Background: an optimization exercise with open tools, aiming at small area, a short achievable clock period and few clock cycles per item. Do not read the settings as production practice.
No functional check of the RTL was part of any run shown here.
Power and IR drop assume default switching activity.

==> flow/design.v, too long to show whole: its modules and the start of the top module <==
// module pipelined_alu: 1148 lines
// module pipelined_alu_fa: 4 lines
// module pipelined_alu_ha: 4 lines
// module pipelined_alu_pf: 4 lines
// module pipelined_alu_pg: 3 lines
// module pipelined_alu_x2: 3 lines
// module pipelined_alu_bef: 5 lines
// module pipelined_alu_be: 5 lines
module pipelined_alu #(
   parameter int WIDTH   = 32,
   parameter int LATENCY = 2,
   parameter int TAG_W   = 8
) (
   input  logic             clk,
   input  logic             reset,
   input  logic             in_valid,
   output logic             in_ready,
   input  logic [WIDTH-1:0] op_a,
   input  logic [WIDTH-1:0] op_b,
   input  logic [3:0]       opcode,
   input  logic [TAG_W-1:0] in_tag,
   output logic             out_valid,
   input  logic             out_ready,
   output logic [WIDTH-1:0] result,
   output logic [TAG_W-1:0] out_tag,
   output logic             flag_z,
   output logic             flag_c,
   output logic             flag_v,
   output logic             err,
   output logic             busy
);
  // ...
==> flow/flow/run.sh <==
#!/bin/bash
# The standard layout, with the ports buffered by buf_1 cells instead of the delay-type
# buffer that buffer_ports picks by default.
set -euo pipefail
bash standard.sh "BUFFER_PORTS_ARGS=-buffer_cell sky130_fd_sc_hd__buf_1" finish > standard_make.log 2>&1
==> flow/standard.sh <==
#!/bin/bash
# synth_recipe.tcl (not shown) runs the flow's synth.tcl, then flattens the netlist and writes it again
# the make line also repeats each setting of config.mk as NAME=value (left out here)
make -C /OpenROAD-flow-scripts/flow DESIGN_CONFIG=/design/flow/config.mk WORK_HOME=/design/flow/orfs CLKGATE_MAP_FILE= SYNTH_SCRIPT=/design/flow/synth_recipe.tcl "${@:-finish}"
==> flow/config.mk <==
export PLATFORM = sky130hd
export DESIGN_NAME = pipelined_alu
export DESIGN_NICKNAME = pipelined_alu
export VERILOG_FILES = /design/flow/design.v
export SDC_FILE = /design/flow/constraint.sdc
export NUM_CORES = 4
export LEC_CHECK = 0
export CAP_MARGIN = 20
export CORE_MARGIN = 2
export CORE_UTILIZATION = 55
export PLACE_DENSITY = 0.75
export SETUP_SLACK_MARGIN = 4.5
export SLEW_MARGIN = 20
export SYNTH_HIERARCHICAL = 1
==> flow/constraint.sdc <==
create_clock -name core_clock -period 10.0 [get_ports {clk}]
set_input_delay 2.0000 -clock core_clock [delete_from_list [all_inputs] [get_ports {clk}]]
set_output_delay 2.0000 -clock core_clock [all_outputs]
set_load 0.01 [all_outputs]
==> impl_metrics.tcl, run 1 <==
set metrics [dict create \
    buf_share_pct 5.88 \
    die-height_um 195 \
    drive_above_1_share_pct 8.63 \
    grt_pass1_vias 16700 \
    inverters_excl_clock 9 \
    hold_violations 0 \
    worst_pin_slew_ns 1.16 \
    cts_tree "yes" \
    vias 16800 \
    grt_first_pass_wirelength_um 96800 \
    largest_cell_class "multi-input combinational cells" \
    num_tap_cells 461 \
    rows 69 \
    io_buffers 126 \
    path_depth 12 \
    crit_path_end_kind "output port" \
    power.internal_uw 4920 \
    maxSlewHeadroom_pct 22.8 \
    cts.sinks 159 \
    clockBufferDepth 2 \
    cp-endpoint "flag_z" \
    highest_layer "met4" \
    synth_cells 1963 \
    clock_power_share_pct 7.1 \
    seq_share_pct 21.7 \
    dieWidth_um 195 \
    min_from "fill1$_DFFE_PP_" \
    crit_required_ns 8.00 \
    cpPeakStageDelay_ns 0.65 \
    path_common_cell "and2_1" \
    grtUsageMet2_pct 52.1 \
    switching_share_pct 47.0 \
    fill_cells 2957 \
    crit_family "simple AND/OR/NAND/NOR gates" \
    r2r_start "bm[8]$_DFFE_PP_" \
    layout.area.seq_um2 4750 \
    powerDensity_nw_per_um2 423 \
    outcome "no timing/DRC/antenna violations" \
    final_area_um2 21900 \
]
==> run 2: changes to the inputs <==
--- a/flow/design.v
+++ b/flow/design.v
@@ -79,240 +79,273 @@
    pipelined_alu_bef u_be8 (.b2(bm[17]), .b1(bm[16]), .b0(bm[15]), .f(ua1), .f1(1'b0), .one(d_one[8]), .two(d_two[8]), .neg(d_neg[8]));
    pipelined_alu_bef u_be9 (.b2(bm[19]), .b1(bm[18]), .b0(bm[17]), .f(ua1), .f1(1'b0), .one(d_one[9]), .two(d_two[9]), .neg(d_neg[9]));
    pipelined_alu_bef u_be10 (.b2(bm[21]), .b1(bm[20]), .b0(bm[19]), .f(ua1), .f1(1'b0), .one(d_one[10]), .two(d_two[10]), .neg(d_neg[10]));
    pipelined_alu_bef u_be11 (.b2(bm[23]), .b1(bm[22]), .b0(bm[21]), .f(ua1), .f1(1'b0), .one(d_one[11]), .two(d_two[11]), .neg(d_neg[11]));
    pipelined_alu_bef u_be12 (.b2(bm[25]), .b1(bm[24]), .b0(bm[23]), .f(ua1), .f1(1'b0), .one(d_one[12]), .two(d_two[12]), .neg(d_neg[12]));
    pipelined_alu_bef u_be13 (.b2(bm[27]), .b1(bm[26]), .b0(bm[25]), .f(ua1), .f1(1'b0), .one(d_one[13]), .two(d_two[13]), .neg(d_neg[13]));
    pipelined_alu_bef u_be14 (.b2(bm[29]), .b1(bm[28]), .b0(bm[27]), .f(ua1), .f1(1'b0), .one(d_one[14]), .two(d_two[14]), .neg(d_neg[14]));
    pipelined_alu_bef u_be15 (.b2(bm[31]), .b1(bm[30]), .b0(bm[29]), .f(ua1), .f1(1'b0), .one(d_one[15]), .two(d_two[15]), .neg(d_neg[15]));
+   logic [7:0] d_oneb, d_twob, d_negb;
+   pipelined_alu_bef u_beb0 (.b2(bm[1]), .b1(bm[0]), .b0(1'b0), .f(ua1), .f1(ua1), .one(d_oneb[0]), .two(d_twob[0]), .neg(d_negb[0]));
+   pipelined_alu_bef u_beb1 (.b2(bm[3]), .b1(bm[2]), .b0(bm[1]), .f(ua1), .f1(1'b0), .one(d_oneb[1]), .two(d_twob[1]), .neg(d_negb[1]));
+   pipelined_alu_bef u_beb2 (.b2(bm[5]), .b1(bm[4]), .b0(bm[3]), .f(ua1), .f1(1'b0), .one(d_oneb[2]), .two(d_twob[2]), .neg(d_negb[2]));
+   pipelined_alu_bef u_beb3 (.b2(bm[7]), .b1(bm[6]), .b0(bm[5]), .f(ua1), .f1(1'b0), .one(d_oneb[3]), .two(d_twob[3]), .neg(d_negb[3]));
+   pipelined_alu_bef u_beb4 (.b2(bm[9]), .b1(bm[8]), .b0(bm[7]), .f(ua1), .f1(1'b0), .one(d_oneb[4]), .two(d_twob[4]), .neg(d_negb[4]));
+   pipelined_alu_bef u_beb5 (.b2(bm[11]), .b1(bm[10]), .b0(bm[9]), .f(ua1), .f1(1'b0), .one(d_oneb[5]), .two(d_twob[5]), .neg(d_negb[5]));
+   pipelined_alu_bef u_beb6 (.b2(bm[13]), .b1(bm[12]), .b0(bm[11]), .f(ua1), .f1(1'b0), .one(d_oneb[6]), .two(d_twob[6]), .neg(d_negb[6]));
+   pipelined_alu_bef u_beb7 (.b2(bm[15]), .b1(bm[14]), .b0(bm[13]), .f(ua1), .f1(1'b0), .one(d_oneb[7]), .two(d_twob[7]), .neg(d_negb[7]));
    wire bo0 = d_one[0];
    wire bt0 = d_two[0];
    wire bn0 = d_neg[0];
+   wire bo0b = d_oneb[0];
+   wire bt0b = d_twob[0];
+   wire bn0b = d_negb[0];
    wire pp0_0 = (bo0 & ma[0]) ^ bn0;
    wire pp0_1 = ((bo0 & ma[1]) | (bt0 & ma[0])) ^ bn0;
    wire pp0_2 = ((bo0 & ma[2]) | (bt0 & ma[1])) ^ bn0;
    wire pp0_3 = ((bo0 & ma[3]) | (bt0 & ma[2])) ^ bn0;
    wire pp0_4 = ((bo0 & ma[4]) | (bt0 & ma[3])) ^ bn0;
    wire pp0_5 = ((bo0 & ma[5]) | (bt0 & ma[4])) ^ bn0;
    wire pp0_6 = ((bo0 & ma[6]) | (bt0 & ma[5])) ^ bn0;
    wire pp0_7 = ((bo0 & ma[7]) | (bt0 & ma[6])) ^ bn0;
    wire pp0_8 = ((bo0 & ma[8]) | (bt0 & ma[7])) ^ bn0;
    wire pp0_9 = ((bo0 & ma[9]) | (bt0 & ma[8])) ^ bn0;
    wire pp0_10 = ((bo0 & ma[10]) | (bt0 & ma[9])) ^ bn0;
    wire pp0_11 = ((bo0 & ma[11]) | (bt0 & ma[10])) ^ bn0;
    wire pp0_12 = ((bo0 & ma[12]) | (bt0 & ma[11])) ^ bn0;
    wire pp0_13 = ((bo0 & ma[13]) | (bt0 & ma[12])) ^ bn0;
    wire pp0_14 = ((bo0 & ma[14]) | (bt0 & ma[13])) ^ bn0;
    wire pp0_15 = ((bo0 & ma[15]) | (bt0 & ma[14])) ^ bn0;
-   wire pp0_16 = ((bo0 & ma[16]) | (bt0 & ma[15])) ^ bn0;
-   wire pp0_17 = ((bo0 & ma[17]) | (bt0 & ma[16])) ^ bn0;
-   wire pp0_18 = ((bo0 & ma[18]) | (bt0 & ma[17])) ^ bn0;
-   wire pp0_19 = ((bo0 & ma[19]) | (bt0 & ma[18])) ^ bn0;
-   wire pp0_20 = ((bo0 & ma[20]) | (bt0 & ma[19])) ^ bn0;
-   wire pp0_21 = ((bo0 & ma[21]) | (bt0 & ma[20])) ^ bn0;
-   wire pp0_22 = ((bo0 & ma[22]) | (bt0 & ma[21])) ^ bn0;
-   wire pp0_23 = ((bo0 & ma[23]) | (bt0 & ma[22])) ^ bn0;
-   wire pp0_24 = ((bo0 & ma[24]) | (bt0 & ma[23])) ^ bn0;
-   wire pp0_25 = ((bo0 & ma[25]) | (bt0 & ma[24])) ^ bn0;
-   wire pp0_26 = ((bo0 & ma[26]) | (bt0 & ma[25])) ^ bn0;
-   wire pp0_27 = ((bo0 & ma[27]) | (bt0 & ma[26])) ^ bn0;
-   wire pp0_28 = ((bo0 & ma[28]) | (bt0 & ma[27])) ^ bn0;
-   wire pp0_29 = ((bo0 & ma[29]) | (bt0 & ma[28])) ^ bn0;
-   wire pp0_30 = ((bo0 & ma[30]) | (bt0 & ma[29])) ^ bn0;
-   wire pp0_31 = ((bo0 & ma[31]) | (bt0 & ma[30])) ^ bn0;
+   wire pp0_16 = ((bo0b & ma[16]) | (bt0b & ma[15])) ^ bn0b;
+   wire pp0_17 = ((bo0b & ma[17]) | (bt0b & ma[16])) ^ bn0b;
+   wire pp0_18 = ((bo0b & ma[18]) | (bt0b & ma[17])) ^ bn0b;
+   wire pp0_19 = ((bo0b & ma[19]) | (bt0b & ma[18])) ^ bn0b;
+   wire pp0_20 = ((bo0b & ma[20]) | (bt0b & ma[19])) ^ bn0b;
+   wire pp0_21 = ((bo0b & ma[21]) | (bt0b & ma[20])) ^ bn0b;
+   wire pp0_22 = ((bo0b & ma[22]) | (bt0b & ma[21])) ^ bn0b;
+   wire pp0_23 = ((bo0b & ma[23]) | (bt0b & ma[22])) ^ bn0b;
+   wire pp0_24 = ((bo0b & ma[24]) | (bt0b & ma[23])) ^ bn0b;
+   wire pp0_25 = ((bo0b & ma[25]) | (bt0b & ma[24])) ^ bn0b;
+   wire pp0_26 = ((bo0b & ma[26]) | (bt0b & ma[25])) ^ bn0b;
+   wire pp0_27 = ((bo0b & ma[27]) | (bt0b & ma[26])) ^ bn0b;
+   wire pp0_28 = ((bo0b & ma[28]) | (bt0b & ma[27])) ^ bn0b;
+   wire pp0_29 = ((bo0b & ma[29]) | (bt0b & ma[28])) ^ bn0b;
+   wire pp0_30 = ((bo0b & ma[30]) | (bt0b & ma[29])) ^ bn0b;
+   wire pp0_31 = ((bo0b & ma[31]) | (bt0b & ma[30])) ^ bn0b;
    wire bo1 = d_one[1];
    wire bt1 = d_two[1];
    wire bn1 = d_neg[1];
+   wire bo1b = d_oneb[1];
+   wire bt1b = d_twob[1];
+   wire bn1b = d_negb[1];
    wire pp1_2 = (bo1 & ma[0]) ^ bn1;
    wire pp1_3 = ((bo1 & ma[1]) | (bt1 & ma[0])) ^ bn1;
    wire pp1_4 = ((bo1 & ma[2]) | (bt1 & ma[1])) ^ bn1;
    wire pp1_5 = ((bo1 & ma[3]) | (bt1 & ma[2])) ^ bn1;
    wire pp1_6 = ((bo1 & ma[4]) | (bt1 & ma[3])) ^ bn1;
    wire pp1_7 = ((bo1 & ma[5]) | (bt1 & ma[4])) ^ bn1;
    wire pp1_8 = ((bo1 & ma[6]) | (bt1 & ma[5])) ^ bn1;
    wire pp1_9 = ((bo1 & ma[7]) | (bt1 & ma[6])) ^ bn1;
    wire pp1_10 = ((bo1 & ma[8]) | (bt1 & ma[7])) ^ bn1;
    wire pp1_11 = ((bo1 & ma[9]) | (bt1 & ma[8])) ^ bn1;
    wire pp1_12 = ((bo1 & ma[10]) | (bt1 & ma[9])) ^ bn1;
    wire pp1_13 = ((bo1 & ma[11]) | (bt1 & ma[10])) ^ bn1;
    wire pp1_14 = ((bo1 & ma[12]) | (bt1 & ma[11])) ^ bn1;
    wire pp1_15 = ((bo1 & ma[13]) | (bt1 & ma[12])) ^ bn1;
    wire pp1_16 = ((bo1 & ma[14]) | (bt1 & ma[13])) ^ bn1;
-   wire pp1_17 = ((bo1 & ma[15]) | (bt1 & ma[14])) ^ bn1;
-   wire pp1_18 = ((bo1 & ma[16]) | (bt1 & ma[15])) ^ bn1;
-   wire pp1_19 = ((bo1 & ma[17]) | (bt1 & ma[16])) ^ bn1;
-   wire pp1_20 = ((bo1 & ma[18]) | (bt1 & ma[17])) ^ bn1;
-   wire pp1_21 = ((bo1 & ma[19]) | (bt1 & ma[18])) ^ bn1;
-   wire pp1_22 = ((bo1 & ma[20]) | (bt1 & ma[19])) ^ bn1;
-   wire pp1_23 = ((bo1 & ma[21]) | (bt1 & ma[20])) ^ bn1;
-   wire pp1_24 = ((bo1 & ma[22]) | (bt1 & ma[21])) ^ bn1;
-   wire pp1_25 = ((bo1 & ma[23]) | (bt1 & ma[22])) ^ bn1;
-   wire pp1_26 = ((bo1 & ma[24]) | (bt1 & ma[23])) ^ bn1;
-   wire pp1_27 = ((bo1 & ma[25]) | (bt1 & ma[24])) ^ bn1;
-   wire pp1_28 = ((bo1 & ma[26]) | (bt1 & ma[25])) ^ bn1;
-   wire pp1_29 = ((bo1 & ma[27]) | (bt1 & ma[26])) ^ bn1;
-   wire pp1_30 = ((bo1 & ma[28]) | (bt1 & ma[27])) ^ bn1;
-   wire pp1_31 = ((bo1 & ma[29]) | (bt1 & ma[28])) ^ bn1;
+   wire pp1_17 = ((bo1b & ma[15]) | (bt1b & ma[14])) ^ bn1b;
+   wire pp1_18 = ((bo1b & ma[16]) | (bt1b & ma[15])) ^ bn1b;
+   wire pp1_19 = ((bo1b & ma[17]) | (bt1b & ma[16])) ^ bn1b;
+   wire pp1_20 = ((bo1b & ma[18]) | (bt1b & ma[17])) ^ bn1b;
+   wire pp1_21 = ((bo1b & ma[19]) | (bt1b & ma[18])) ^ bn1b;
+   wire pp1_22 = ((bo1b & ma[20]) | (bt1b & ma[19])) ^ bn1b;
+   wire pp1_23 = ((bo1b & ma[21]) | (bt1b & ma[20])) ^ bn1b;
+   wire pp1_24 = ((bo1b & ma[22]) | (bt1b & ma[21])) ^ bn1b;
+   wire pp1_25 = ((bo1b & ma[23]) | (bt1b & ma[22])) ^ bn1b;
+   wire pp1_26 = ((bo1b & ma[24]) | (bt1b & ma[23])) ^ bn1b;
+   wire pp1_27 = ((bo1b & ma[25]) | (bt1b & ma[24])) ^ bn1b;
+   wire pp1_28 = ((bo1b & ma[26]) | (bt1b & ma[25])) ^ bn1b;
+   wire pp1_29 = ((bo1b & ma[27]) | (bt1b & ma[26])) ^ bn1b;
+   wire pp1_30 = ((bo1b & ma[28]) | (bt1b & ma[27])) ^ bn1b;
+   wire pp1_31 = ((bo1b & ma[29]) | (bt1b & ma[28])) ^ bn1b;
    wire bo2 = d_one[2];
    wire bt2 = d_two[2];
    wire bn2 = d_neg[2];
+   wire bo2b = d_oneb[2];
+   wire bt2b = d_twob[2];
+   wire bn2b = d_negb[2];
    wire pp2_4 = (bo2 & ma[0]) ^ bn2;
    wire pp2_5 = ((bo2 & ma[1]) | (bt2 & ma[0])) ^ bn2;
    wire pp2_6 = ((bo2 & ma[2]) | (bt2 & ma[1])) ^ bn2;
    wire pp2_7 = ((bo2 & ma[3]) | (bt2 & ma[2])) ^ bn2;
    wire pp2_8 = ((bo2 & ma[4]) | (bt2 & ma[3])) ^ bn2;
    wire pp2_9 = ((bo2 & ma[5]) | (bt2 & ma[4])) ^ bn2;
    wire pp2_10 = ((bo2 & ma[6]) | (bt2 & ma[5])) ^ bn2;
    wire pp2_11 = ((bo2 & ma[7]) | (bt2 & ma[6])) ^ bn2;
    wire pp2_12 = ((bo2 & ma[8]) | (bt2 & ma[7])) ^ bn2;
    wire pp2_13 = ((bo2 & ma[9]) | (bt2 & ma[8])) ^ bn2;
    wire pp2_14 = ((bo2 & ma[10]) | (bt2 & ma[9])) ^ bn2;
    wire pp2_15 = ((bo2 & ma[11]) | (bt2 & ma[10])) ^ bn2;
    wire pp2_16 = ((bo2 & ma[12]) | (bt2 & ma[11])) ^ bn2;
    wire pp2_17 = ((bo2 & ma[13]) | (bt2 & ma[12])) ^ bn2;
-   wire pp2_18 = ((bo2 & ma[14]) | (bt2 & ma[13])) ^ bn2;
-   wire pp2_19 = ((bo2 & ma[15]) | (bt2 & ma[14])) ^ bn2;
-   wire pp2_20 = ((bo2 & ma[16]) | (bt2 & ma[15])) ^ bn2;
-   wire pp2_21 = ((bo2 & ma[17]) | (bt2 & ma[16])) ^ bn2;
-   wire pp2_22 = ((bo2 & ma[18]) | (bt2 & ma[17])) ^ bn2;
-   wire pp2_23 = ((bo2 & ma[19]) | (bt2 & ma[18])) ^ bn2;
-   wire pp2_24 = ((bo2 & ma[20]) | (bt2 & ma[19])) ^ bn2;
-   wire pp2_25 = ((bo2 & ma[21]) | (bt2 & ma[20])) ^ bn2;
-   wire pp2_26 = ((bo2 & ma[22]) | (bt2 & ma[21])) ^ bn2;
-   wire pp2_27 = ((bo2 & ma[23]) | (bt2 & ma[22])) ^ bn2;
-   wire pp2_28 = ((bo2 & ma[24]) | (bt2 & ma[23])) ^ bn2;
-   wire pp2_29 = ((bo2 & ma[25]) | (bt2 & ma[24])) ^ bn2;
-   wire pp2_30 = ((bo2 & ma[26]) | (bt2 & ma[25])) ^ bn2;
-   wire pp2_31 = ((bo2 & ma[27]) | (bt2 & ma[26])) ^ bn2;
+   wire pp2_18 = ((bo2b & ma[14]) | (bt2b & ma[13])) ^ bn2b;
+   wire pp2_19 = ((bo2b & ma[15]) | (bt2b & ma[14])) ^ bn2b;
+   wire pp2_20 = ((bo2b & ma[16]) | (bt2b & ma[15])) ^ bn2b;
+   wire pp2_21 = ((bo2b & ma[17]) | (bt2b & ma[16])) ^ bn2b;
+   wire pp2_22 = ((bo2b & ma[18]) | (bt2b & ma[17])) ^ bn2b;
+   wire pp2_23 = ((bo2b & ma[19]) | (bt2b & ma[18])) ^ bn2b;
+   wire pp2_24 = ((bo2b & ma[20]) | (bt2b & ma[19])) ^ bn2b;
+   wire pp2_25 = ((bo2b & ma[21]) | (bt2b & ma[20])) ^ bn2b;
+   wire pp2_26 = ((bo2b & ma[22]) | (bt2b & ma[21])) ^ bn2b;
+   wire pp2_27 = ((bo2b & ma[23]) | (bt2b & ma[22])) ^ bn2b;
+   wire pp2_28 = ((bo2b & ma[24]) | (bt2b & ma[23])) ^ bn2b;
+   wire pp2_29 = ((bo2b & ma[25]) | (bt2b & ma[24])) ^ bn2b;
+   wire pp2_30 = ((bo2b & ma[26]) | (bt2b & ma[25])) ^ bn2b;
+   wire pp2_31 = ((bo2b & ma[27]) | (bt2b & ma[26])) ^ bn2b;
    wire bo3 = d_one[3];
    wire bt3 = d_two[3];
    wire bn3 = d_neg[3];
+   wire bo3b = d_oneb[3];
+   wire bt3b = d_twob[3];
+   wire bn3b = d_negb[3];
    wire pp3_6 = (bo3 & ma[0]) ^ bn3;
    wire pp3_7 = ((bo3 & ma[1]) | (bt3 & ma[0])) ^ bn3;
    wire pp3_8 = ((bo3 & ma[2]) | (bt3 & ma[1])) ^ bn3;
    wire pp3_9 = ((bo3 & ma[3]) | (bt3 & ma[2])) ^ bn3;
    wire pp3_10 = ((bo3 & ma[4]) | (bt3 & ma[3])) ^ bn3;
    wire pp3_11 = ((bo3 & ma[5]) | (bt3 & ma[4])) ^ bn3;
    wire pp3_12 = ((bo3 & ma[6]) | (bt3 & ma[5])) ^ bn3;
    wire pp3_13 = ((bo3 & ma[7]) | (bt3 & ma[6])) ^ bn3;
    wire pp3_14 = ((bo3 & ma[8]) | (bt3 & ma[7])) ^ bn3;
    wire pp3_15 = ((bo3 & ma[9]) | (bt3 & ma[8])) ^ bn3;
    wire pp3_16 = ((bo3 & ma[10]) | (bt3 & ma[9])) ^ bn3;
    wire pp3_17 = ((bo3 & ma[11]) | (bt3 & ma[10])) ^ bn3;
    wire pp3_18 = ((bo3 & ma[12]) | (bt3 & ma[11])) ^ bn3;
-   wire pp3_19 = ((bo3 & ma[13]) | (bt3 & ma[12])) ^ bn3;
-   wire pp3_20 = ((bo3 & ma[14]) | (bt3 & ma[13])) ^ bn3;
-   wire pp3_21 = ((bo3 & ma[15]) | (bt3 & ma[14])) ^ bn3;
-   wire pp3_22 = ((bo3 & ma[16]) | (bt3 & ma[15])) ^ bn3;
-   wire pp3_23 = ((bo3 & ma[17]) | (bt3 & ma[16])) ^ bn3;
-   wire pp3_24 = ((bo3 & ma[18]) | (bt3 & ma[17])) ^ bn3;
-   wire pp3_25 = ((bo3 & ma[19]) | (bt3 & ma[18])) ^ bn3;
-   wire pp3_26 = ((bo3 & ma[20]) | (bt3 & ma[19])) ^ bn3;
-   wire pp3_27 = ((bo3 & ma[21]) | (bt3 & ma[20])) ^ bn3;
-   wire pp3_28 = ((bo3 & ma[22]) | (bt3 & ma[21])) ^ bn3;
-   wire pp3_29 = ((bo3 & ma[23]) | (bt3 & ma[22])) ^ bn3;
-   wire pp3_30 = ((bo3 & ma[24]) | (bt3 & ma[23])) ^ bn3;
-   wire pp3_31 = ((bo3 & ma[25]) | (bt3 & ma[24])) ^ bn3;
+   wire pp3_19 = ((bo3b & ma[13]) | (bt3b & ma[12])) ^ bn3b;
+   wire pp3_20 = ((bo3b & ma[14]) | (bt3b & ma[13])) ^ bn3b;
+   wire pp3_21 = ((bo3b & ma[15]) | (bt3b & ma[14])) ^ bn3b;
+   wire pp3_22 = ((bo3b & ma[16]) | (bt3b & ma[15])) ^ bn3b;
+   wire pp3_23 = ((bo3b & ma[17]) | (bt3b & ma[16])) ^ bn3b;
+   wire pp3_24 = ((bo3b & ma[18]) | (bt3b & ma[17])) ^ bn3b;
+   wire pp3_25 = ((bo3b & ma[19]) | (bt3b & ma[18])) ^ bn3b;
+   wire pp3_26 = ((bo3b & ma[20]) | (bt3b & ma[19])) ^ bn3b;
+   wire pp3_27 = ((bo3b & ma[21]) | (bt3b & ma[20])) ^ bn3b;
+   wire pp3_28 = ((bo3b & ma[22]) | (bt3b & ma[21])) ^ bn3b;
+   wire pp3_29 = ((bo3b & ma[23]) | (bt3b & ma[22])) ^ bn3b;
+   wire pp3_30 = ((bo3b & ma[24]) | (bt3b & ma[23])) ^ bn3b;
+   wire pp3_31 = ((bo3b & ma[25]) | (bt3b & ma[24])) ^ bn3b;
    wire bo4 = d_one[4];
    wire bt4 = d_two[4];
    wire bn4 = d_neg[4];
+   wire bo4b = d_oneb[4];
+   wire bt4b = d_twob[4];
+   wire bn4b = d_negb[4];
    wire pp4_8 = (bo4 & ma[0]) ^ bn4;
    wire pp4_9 = ((bo4 & ma[1]) | (bt4 & ma[0])) ^ bn4;
    wire pp4_10 = ((bo4 & ma[2]) | (bt4 & ma[1])) ^ bn4;
    wire pp4_11 = ((bo4 & ma[3]) | (bt4 & ma[2])) ^ bn4;
    wire pp4_12 = ((bo4 & ma[4]) | (bt4 & ma[3])) ^ bn4;
    wire pp4_13 = ((bo4 & ma[5]) | (bt4 & ma[4])) ^ bn4;
    wire pp4_14 = ((bo4 & ma[6]) | (bt4 & ma[5])) ^ bn4;
    wire pp4_15 = ((bo4 & ma[7]) | (bt4 & ma[6])) ^ bn4;
    wire pp4_16 = ((bo4 & ma[8]) | (bt4 & ma[7])) ^ bn4;
    wire pp4_17 = ((bo4 & ma[9]) | (bt4 & ma[8])) ^ bn4;
    wire pp4_18 = ((bo4 & ma[10]) | (bt4 & ma[9])) ^ bn4;
    wire pp4_19 = ((bo4 & ma[11]) | (bt4 & ma[10])) ^ bn4;
-   wire pp4_20 = ((bo4 & ma[12]) | (bt4 & ma[11])) ^ bn4;
-   wire pp4_21 = ((bo4 & ma[13]) | (bt4 & ma[12])) ^ bn4;
-   wire pp4_22 = ((bo4 & ma[14]) | (bt4 & ma[13])) ^ bn4;
-   wire pp4_23 = ((bo4 & ma[15]) | (bt4 & ma[14])) ^ bn4;
-   wire pp4_24 = ((bo4 & ma[16]) | (bt4 & ma[15])) ^ bn4;
-   wire pp4_25 = ((bo4 & ma[17]) | (bt4 & ma[16])) ^ bn4;
-   wire pp4_26 = ((bo4 & ma[18]) | (bt4 & ma[17])) ^ bn4;
-   wire pp4_27 = ((bo4 & ma[19]) | (bt4 & ma[18])) ^ bn4;
-   wire pp4_28 = ((bo4 & ma[20]) | (bt4 & ma[19])) ^ bn4;
-   wire pp4_29 = ((bo4 & ma[21]) | (bt4 & ma[20])) ^ bn4;
-   wire pp4_30 = ((bo4 & ma[22]) | (bt4 & ma[21])) ^ bn4;
-   wire pp4_31 = ((bo4 & ma[23]) | (bt4 & ma[22])) ^ bn4;
+   wire pp4_20 = ((bo4b & ma[12]) | (bt4b & ma[11])) ^ bn4b;
+   wire pp4_21 = ((bo4b & ma[13]) | (bt4b & ma[12])) ^ bn4b;
+   wire pp4_22 = ((bo4b & ma[14]) | (bt4b & ma[13])) ^ bn4b;
+   wire pp4_23 = ((bo4b & ma[15]) | (bt4b & ma[14])) ^ bn4b;
+   wire pp4_24 = ((bo4b & ma[16]) | (bt4b & ma[15])) ^ bn4b;
+   wire pp4_25 = ((bo4b & ma[17]) | (bt4b & ma[16])) ^ bn4b;
+   wire pp4_26 = ((bo4b & ma[18]) | (bt4b & ma[17])) ^ bn4b;
+   wire pp4_27 = ((bo4b & ma[19]) | (bt4b & ma[18])) ^ bn4b;
+   wire pp4_28 = ((bo4b & ma[20]) | (bt4b & ma[19])) ^ bn4b;
+   wire pp4_29 = ((bo4b & ma[21]) | (bt4b & ma[20])) ^ bn4b;
+   wire pp4_30 = ((bo4b & ma[22]) | (bt4b & ma[21])) ^ bn4b;
+   wire pp4_31 = ((bo4b & ma[23]) | (bt4b & ma[22])) ^ bn4b;
    wire bo5 = d_one[5];
    wire bt5 = d_two[5];
    wire bn5 = d_neg[5];
+   wire bo5b = d_oneb[5];
+   wire bt5b = d_twob[5];
+   wire bn5b = d_negb[5];
    wire pp5_10 = (bo5 & ma[0]) ^ bn5;
    wire pp5_11 = ((bo5 & ma[1]) | (bt5 & ma[0])) ^ bn5;
    wire pp5_12 = ((bo5 & ma[2]) | (bt5 & ma[1])) ^ bn5;
    wire pp5_13 = ((bo5 & ma[3]) | (bt5 & ma[2])) ^ bn5;
    wire pp5_14 = ((bo5 & ma[4]) | (bt5 & ma[3])) ^ bn5;
    wire pp5_15 = ((bo5 & ma[5]) | (bt5 & ma[4])) ^ bn5;
    wire pp5_16 = ((bo5 & ma[6]) | (bt5 & ma[5])) ^ bn5;
    wire pp5_17 = ((bo5 & ma[7]) | (bt5 & ma[6])) ^ bn5;
    wire pp5_18 = ((bo5 & ma[8]) | (bt5 & ma[7])) ^ bn5;
    wire pp5_19 = ((bo5 & ma[9]) | (bt5 & ma[8])) ^ bn5;
    wire pp5_20 = ((bo5 & ma[10]) | (bt5 & ma[9])) ^ bn5;
-   wire pp5_21 = ((bo5 & ma[11]) | (bt5 & ma[10])) ^ bn5;
-   wire pp5_22 = ((bo5 & ma[12]) | (bt5 & ma[11])) ^ bn5;
-   wire pp5_23 = ((bo5 & ma[13]) | (bt5 & ma[12])) ^ bn5;
-   wire pp5_24 = ((bo5 & ma[14]) | (bt5 & ma[13])) ^ bn5;
-   wire pp5_25 = ((bo5 & ma[15]) | (bt5 & ma[14])) ^ bn5;
-   wire pp5_26 = ((bo5 & ma[16]) | (bt5 & ma[15])) ^ bn5;
-   wire pp5_27 = ((bo5 & ma[17]) | (bt5 & ma[16])) ^ bn5;
-   wire pp5_28 = ((bo5 & ma[18]) | (bt5 & ma[17])) ^ bn5;
-   wire pp5_29 = ((bo5 & ma[19]) | (bt5 & ma[18])) ^ bn5;
-   wire pp5_30 = ((bo5 & ma[20]) | (bt5 & ma[19])) ^ bn5;
-   wire pp5_31 = ((bo5 & ma[21]) | (bt5 & ma[20])) ^ bn5;
+   wire pp5_21 = ((bo5b & ma[11]) | (bt5b & ma[10])) ^ bn5b;
+   wire pp5_22 = ((bo5b & ma[12]) | (bt5b & ma[11])) ^ bn5b;
+   wire pp5_23 = ((bo5b & ma[13]) | (bt5b & ma[12])) ^ bn5b;
+   wire pp5_24 = ((bo5b & ma[14]) | (bt5b & ma[13])) ^ bn5b;
+   wire pp5_25 = ((bo5b & ma[15]) | (bt5b & ma[14])) ^ bn5b;
+   wire pp5_26 = ((bo5b & ma[16]) | (bt5b & ma[15])) ^ bn5b;
+   wire pp5_27 = ((bo5b & ma[17]) | (bt5b & ma[16])) ^ bn5b;
+   wire pp5_28 = ((bo5b & ma[18]) | (bt5b & ma[17])) ^ bn5b;
+   wire pp5_29 = ((bo5b & ma[19]) | (bt5b & ma[18])) ^ bn5b;
+   wire pp5_30 = ((bo5b & ma[20]) | (bt5b & ma[19])) ^ bn5b;
+   wire pp5_31 = ((bo5b & ma[21]) | (bt5b & ma[20])) ^ bn5b;
    wire bo6 = d_one[6];
    wire bt6 = d_two[6];
    wire bn6 = d_neg[6];
+   wire bo6b = d_oneb[6];
+   wire bt6b = d_twob[6];
+   wire bn6b = d_negb[6];
    wire pp6_12 = (bo6 & ma[0]) ^ bn6;
    wire pp6_13 = ((bo6 & ma[1]) | (bt6 & ma[0])) ^ bn6;
    wire pp6_14 = ((bo6 & ma[2]) | (bt6 & ma[1])) ^ bn6;
    wire pp6_15 = ((bo6 & ma[3]) | (bt6 & ma[2])) ^ bn6;
    wire pp6_16 = ((bo6 & ma[4]) | (bt6 & ma[3])) ^ bn6;
    wire pp6_17 = ((bo6 & ma[5]) | (bt6 & ma[4])) ^ bn6;
    wire pp6_18 = ((bo6 & ma[6]) | (bt6 & ma[5])) ^ bn6;
    wire pp6_19 = ((bo6 & ma[7]) | (bt6 & ma[6])) ^ bn6;
    wire pp6_20 = ((bo6 & ma[8]) | (bt6 & ma[7])) ^ bn6;
    wire pp6_21 = ((bo6 & ma[9]) | (bt6 & ma[8])) ^ bn6;
-   wire pp6_22 = ((bo6 & ma[10]) | (bt6 & ma[9])) ^ bn6;
-   wire pp6_23 = ((bo6 & ma[11]) | (bt6 & ma[10])) ^ bn6;
-   wire pp6_24 = ((bo6 & ma[12]) | (bt6 & ma[11])) ^ bn6;
-   wire pp6_25 = ((bo6 & ma[13]) | (bt6 & ma[12])) ^ bn6;
-   wire pp6_26 = ((bo6 & ma[14]) | (bt6 & ma[13])) ^ bn6;
-   wire pp6_27 = ((bo6 & ma[15]) | (bt6 & ma[14])) ^ bn6;
-   wire pp6_28 = ((bo6 & ma[16]) | (bt6 & ma[15])) ^ bn6;
-   wire pp6_29 = ((bo6 & ma[17]) | (bt6 & ma[16])) ^ bn6;
-   wire pp6_30 = ((bo6 & ma[18]) | (bt6 & ma[17])) ^ bn6;
-   wire pp6_31 = ((bo6 & ma[19]) | (bt6 & ma[18])) ^ bn6;
+   wire pp6_22 = ((bo6b & ma[10]) | (bt6b & ma[9])) ^ bn6b;
+   wire pp6_23 = ((bo6b & ma[11]) | (bt6b & ma[10])) ^ bn6b;
+   wire pp6_24 = ((bo6b & ma[12]) | (bt6b & ma[11])) ^ bn6b;
+   wire pp6_25 = ((bo6b & ma[13]) | (bt6b & ma[12])) ^ bn6b;
+   wire pp6_26 = ((bo6b & ma[14]) | (bt6b & ma[13])) ^ bn6b;
+   wire pp6_27 = ((bo6b & ma[15]) | (bt6b & ma[14])) ^ bn6b;
+   wire pp6_28 = ((bo6b & ma[16]) | (bt6b & ma[15])) ^ bn6b;
+   wire pp6_29 = ((bo6b & ma[17]) | (bt6b & ma[16])) ^ bn6b;
+   wire pp6_30 = ((bo6b & ma[18]) | (bt6b & ma[17])) ^ bn6b;
+   wire pp6_31 = ((bo6b & ma[19]) | (bt6b & ma[18])) ^ bn6b;
    wire bo7 = d_one[7];
    wire bt7 = d_two[7];
    wire bn7 = d_neg[7];
+   wire bo7b = d_oneb[7];
+   wire bt7b = d_twob[7];
+   wire bn7b = d_negb[7];
    wire pp7_14 = (bo7 & ma[0]) ^ bn7;
    wire pp7_15 = ((bo7 & ma[1]) | (bt7 & ma[0])) ^ bn7;
    wire pp7_16 = ((bo7 & ma[2]) | (bt7 & ma[1])) ^ bn7;
    wire pp7_17 = ((bo7 & ma[3]) | (bt7 & ma[2])) ^ bn7;
    wire pp7_18 = ((bo7 & ma[4]) | (bt7 & ma[3])) ^ bn7;
    wire pp7_19 = ((bo7 & ma[5]) | (bt7 & ma[4])) ^ bn7;
    wire pp7_20 = ((bo7 & ma[6]) | (bt7 & ma[5])) ^ bn7;
    wire pp7_21 = ((bo7 & ma[7]) | (bt7 & ma[6])) ^ bn7;
    wire pp7_22 = ((bo7 & ma[8]) | (bt7 & ma[7])) ^ bn7;
-   wire pp7_23 = ((bo7 & ma[9]) | (bt7 & ma[8])) ^ bn7;
-   wire pp7_24 = ((bo7 & ma[10]) | (bt7 & ma[9])) ^ bn7;
-   wire pp7_25 = ((bo7 & ma[11]) | (bt7 & ma[10])) ^ bn7;
-   wire pp7_26 = ((bo7 & ma[12]) | (bt7 & ma[11])) ^ bn7;
-   wire pp7_27 = ((bo7 & ma[13]) | (bt7 & ma[12])) ^ bn7;
-   wire pp7_28 = ((bo7 & ma[14]) | (bt7 & ma[13])) ^ bn7;
-   wire pp7_29 = ((bo7 & ma[15]) | (bt7 & ma[14])) ^ bn7;
-   wire pp7_30 = ((bo7 & ma[16]) | (bt7 & ma[15])) ^ bn7;
-   wire pp7_31 = ((bo7 & ma[17]) | (bt7 & ma[16])) ^ bn7;
+   wire pp7_23 = ((bo7b & ma[9]) | (bt7b & ma[8])) ^ bn7b;
+   wire pp7_24 = ((bo7b & ma[10]) | (bt7b & ma[9])) ^ bn7b;
+   wire pp7_25 = ((bo7b & ma[11]) | (bt7b & ma[10])) ^ bn7b;
+   wire pp7_26 = ((bo7b & ma[12]) | (bt7b & ma[11])) ^ bn7b;
+   wire pp7_27 = ((bo7b & ma[13]) | (bt7b & ma[12])) ^ bn7b;
+   wire pp7_28 = ((bo7b & ma[14]) | (bt7b & ma[13])) ^ bn7b;
+   wire pp7_29 = ((bo7b & ma[15]) | (bt7b & ma[14])) ^ bn7b;
+   wire pp7_30 = ((bo7b & ma[16]) | (bt7b & ma[15])) ^ bn7b;
+   wire pp7_31 = ((bo7b & ma[17]) | (bt7b & ma[16])) ^ bn7b;
    wire bo8 = d_one[8];
    wire bt8 = d_two[8];
    wire bn8 = d_neg[8];
    wire pp8_16 = (bo8 & ma[0]) ^ bn8;
    wire pp8_17 = ((bo8 & ma[1]) | (bt8 & ma[0])) ^ bn8;
    wire pp8_18 = ((bo8 & ma[2]) | (bt8 & ma[1])) ^ bn8;
    wire pp8_19 = ((bo8 & ma[3]) | (bt8 & ma[2])) ^ bn8;
    wire pp8_20 = ((bo8 & ma[4]) | (bt8 & ma[3])) ^ bn8;
==> run 2 against run 1 <==
Net effect: sequential power is essentially flat; sequential share of layout area shrank 0.49 points; area after synthesis grew 2.3%; combinational power shrank 3%; final cell count grew 2.9%; total power shrank 2.2%; synthesized cell count grew 2.3%; wire length grew 0.90%; largest cell class unchanged; highest routed layer unchanged.
==> impl_metrics.tcl, run 2 <==
set metrics [dict create \
    drv_slew 0 \
    place_area_um2 21400 \
    ios 127 \
    syn_to_final_growth_pct 9.58 \
    wl_per_cell_um 24.7 \
    cpMaxStageDelayCell "edfxtp_1" \
    crit_buf_inv 2 \
    cts_htree_levels 4 \
    avgViaCountPerCell 6.48 \
    tns_ns 0 \
    root_buffer "clkbuf_16" \
    vias 16800 \
    layout_common_cells "xnor2_1, a22oi_1, fa_1" \
    crit_chain "and2_1, a21o_4, a21o_4, a21o_1, buf_6, a21o_1, nand2_1, a21oi_2, o221ai_2, nor4_4, nand3_1, nor4_2, clkbuf_2" \
    cts_tree "yes" \
    crit_start "p[3]$_DFFE_PP_" \
    post-route-util_pct 61.3 \
    final_common_cell "xnor2_1" \
    drive_above_1_share_pct 9.63 \
    grt_max_degree 78 \
    min_period_ns 5.39 \
    grt_first_pass_wirelength_um 97100 \
    worst-r2r-setup-slack_ns 4.63 \
    synth_cells 2008 \
    cp-endpoint "flag_z" \
    path_depth 13 \
    r2r_start "bm[5]$_DFFE_PP_" \
    grt_overflow 0 \
    die-height_um 197 \
    powerDensity_nw_per_um2 405 \
    hold_violations 0 \
    fin_crit_sh_pct 53.9 \
    drv_cap 0 \
    cts.hold.buffers_added 0 \
    final_area_um2 22400 \
    core-area_um2 36600 \
    drt.antenna.violating_nets 0 \
    drt_wl_total_um 64000 \
    insertion_delay_ns 0.46 \
    syn_area_per_cell_um2 10.2 \
    grt_pass1_vias 16300 \
    dp_hpwl_um 46900 \
    crit_type "flop to output port" \
    report.power.total_uw 9070 \
    clockBufferDepth 2 \
    cpPeakStageDelay_ns 0.46 \
    cts_buffers 17 \
    crit_path_end_kind "output port" \
    crit_required_ns 8.00 \
    antenna_found_initial 1 \
    synth_area_um2 20500 \
    first_iter_violations 1881 \
    ir_worst_vdd_v 0.000331 \
    crit_family "simple AND/OR/NAND/NOR gates" \
    rows 70 \
    nNetsFinal 2442 \
    critPathArrivalTime_ns 3.39 \
    hold_path_class "flop to flop" \
    path_clk_slew_ns 0.07 \
    fill_cells 3052 \
    maxSlewHeadroom_pct 20.2 \
    rr_worst_depth 13 \
    yosysWarnings 10 \
    outcome "no timing/DRC/antenna violations" \
    grt_use_total_pct 33.0 \
    dieWidth_um 197 \
    gp_congestion 0.994 \
    rr_endpoint "p[31]$_DFFE_PP_" \
    worst_pin_slew_ns 1.20 \
    skew_ns 0.0194 \
    io_buffers 126 \
    die_area_um2 38800 \
    setup_violations 0 \
    crit_path_max_fanout 17 \
    timing.hold.ws_ns 0.421 \
    max_freq_mhz 185 \
    drtPass1Iterations 5 \
    leakagePower_uw 0.00857 \
    cts.sinks 159 \
    crit_path_start_kind "flop" \
    initial_core_util_pct 55.9 \
    drc 0 \
    rsz0062_at_grt "true" \
]
-- run 2: how the worst min path moves through the flow --
stage | depth (start not counted) | from | endpoint
floorplan | 0 | fill1$_DFFE_PP_ | fill$_DFFE_PP_
global placement | 0 | tag1[3]$_DFFE_PP_ | tag2[3]$_DFFE_PP_
detailed placement | 0 | tag1[5]$_DFFE_PP_ | tag2[5]$_DFFE_PP_
CTS | 0 | tag1[5]$_DFFE_PP_ | tag2[5]$_DFFE_PP_
global route | 0 | tag1[7]$_DFFE_PP_ | tag2[7]$_DFFE_PP_
finish | 0 | tag1[5]$_DFFE_PP_ | tag2[5]$_DFFE_PP_
-- run 2: report_power, final --
part           internal, uW  switching (uW)  leakage (uW)
clock                   327             314      0.000280
combinational          3110            3570       0.00656
sequential             1460             301       0.00173
-- run 2: stage by stage --
step / cells / setup WS, ns
after floorplan: 2035 / 4.38
after global placement: 2506 / 4.36
after detailed placement: 2506 / 4.30
after CTS: 2545 / 4.55
after global routing: 2586 / 4.47
final: 2587 / 4.61
-- run 2: timing repair --
action,in CTS,in global routing
endpoints found under the setup margin,6,6
setup buffers,7,40
cloned,0,1
resized for setup,7,12
pin swaps,2,2
-- run 2: final cells by class --
class / instances / area, um2 / share of cell area (%)
tap: 468 / 586 / 2.61
sequential: 159 / 4750 / 21.2
timing repair buffer: 240 / 1380 / 6.13
clock inverter: 15 / 126 / 0.563
clock buffer: 17 / 425 / 1.90
multi-input combinational: 1684 / 15100 / 67.5
inverter: 3 / 11.3 / 0.0502
antenna: 1 / 2.50 / 0.0112
-- run 2: worst reg2reg max path, cell delays in order, from the launching register on --
cell	delay (ns)
edfxtp_1	0.70
or3b_1	0.41
a21oi_1	0.15
buf_4	0.24
a22oi_1	0.12
xnor2_1	0.19
fa_1	0.48
fa_1	0.51
fa_1	0.40
fa_1	0.53
fa_1	0.44
fa_1	0.39
xor2_1	0.30
ha_1	0.28
-- run 2: metal layers --
layer	share of wire [%]	vias up	global-route usage [%]
met5	0	-	0
li1	-	7371	-
met4	3.4	0	12.8
met2	45	1035	51.3
met3	11	157	6.98
met1	40	8204	45.4

re-timing with driven ports:
The flow's constraints put no driver on any port. The routed layouts listed below were extracted and timed again, unchanged, in two steps.
Step 1 assumes that a clkbuf_16 drives the clock port and a buf_2 every other input.
Step 2, shift: input delay + t, output delay - t, t = (earliest + latest rising clock arrival at the registers) / 2. This alone moves slack from input paths to output paths.
a / b / c = no drivers / after step 1 / after step 2; a / b = the first two.
| run | shift t [ns] | setup WS [ns] | worst register clock-pin slew, ns |
|---|---|---|---|
| run 1 | 0.491 | 4.572 / 4.521 / 4.686 | 0.08 / 0.08 |
| run 2 | 0.501 | 4.608 / 4.554 / 4.625 | 0.08 / 0.08 |
After both steps every run listed still meets setup and hold.
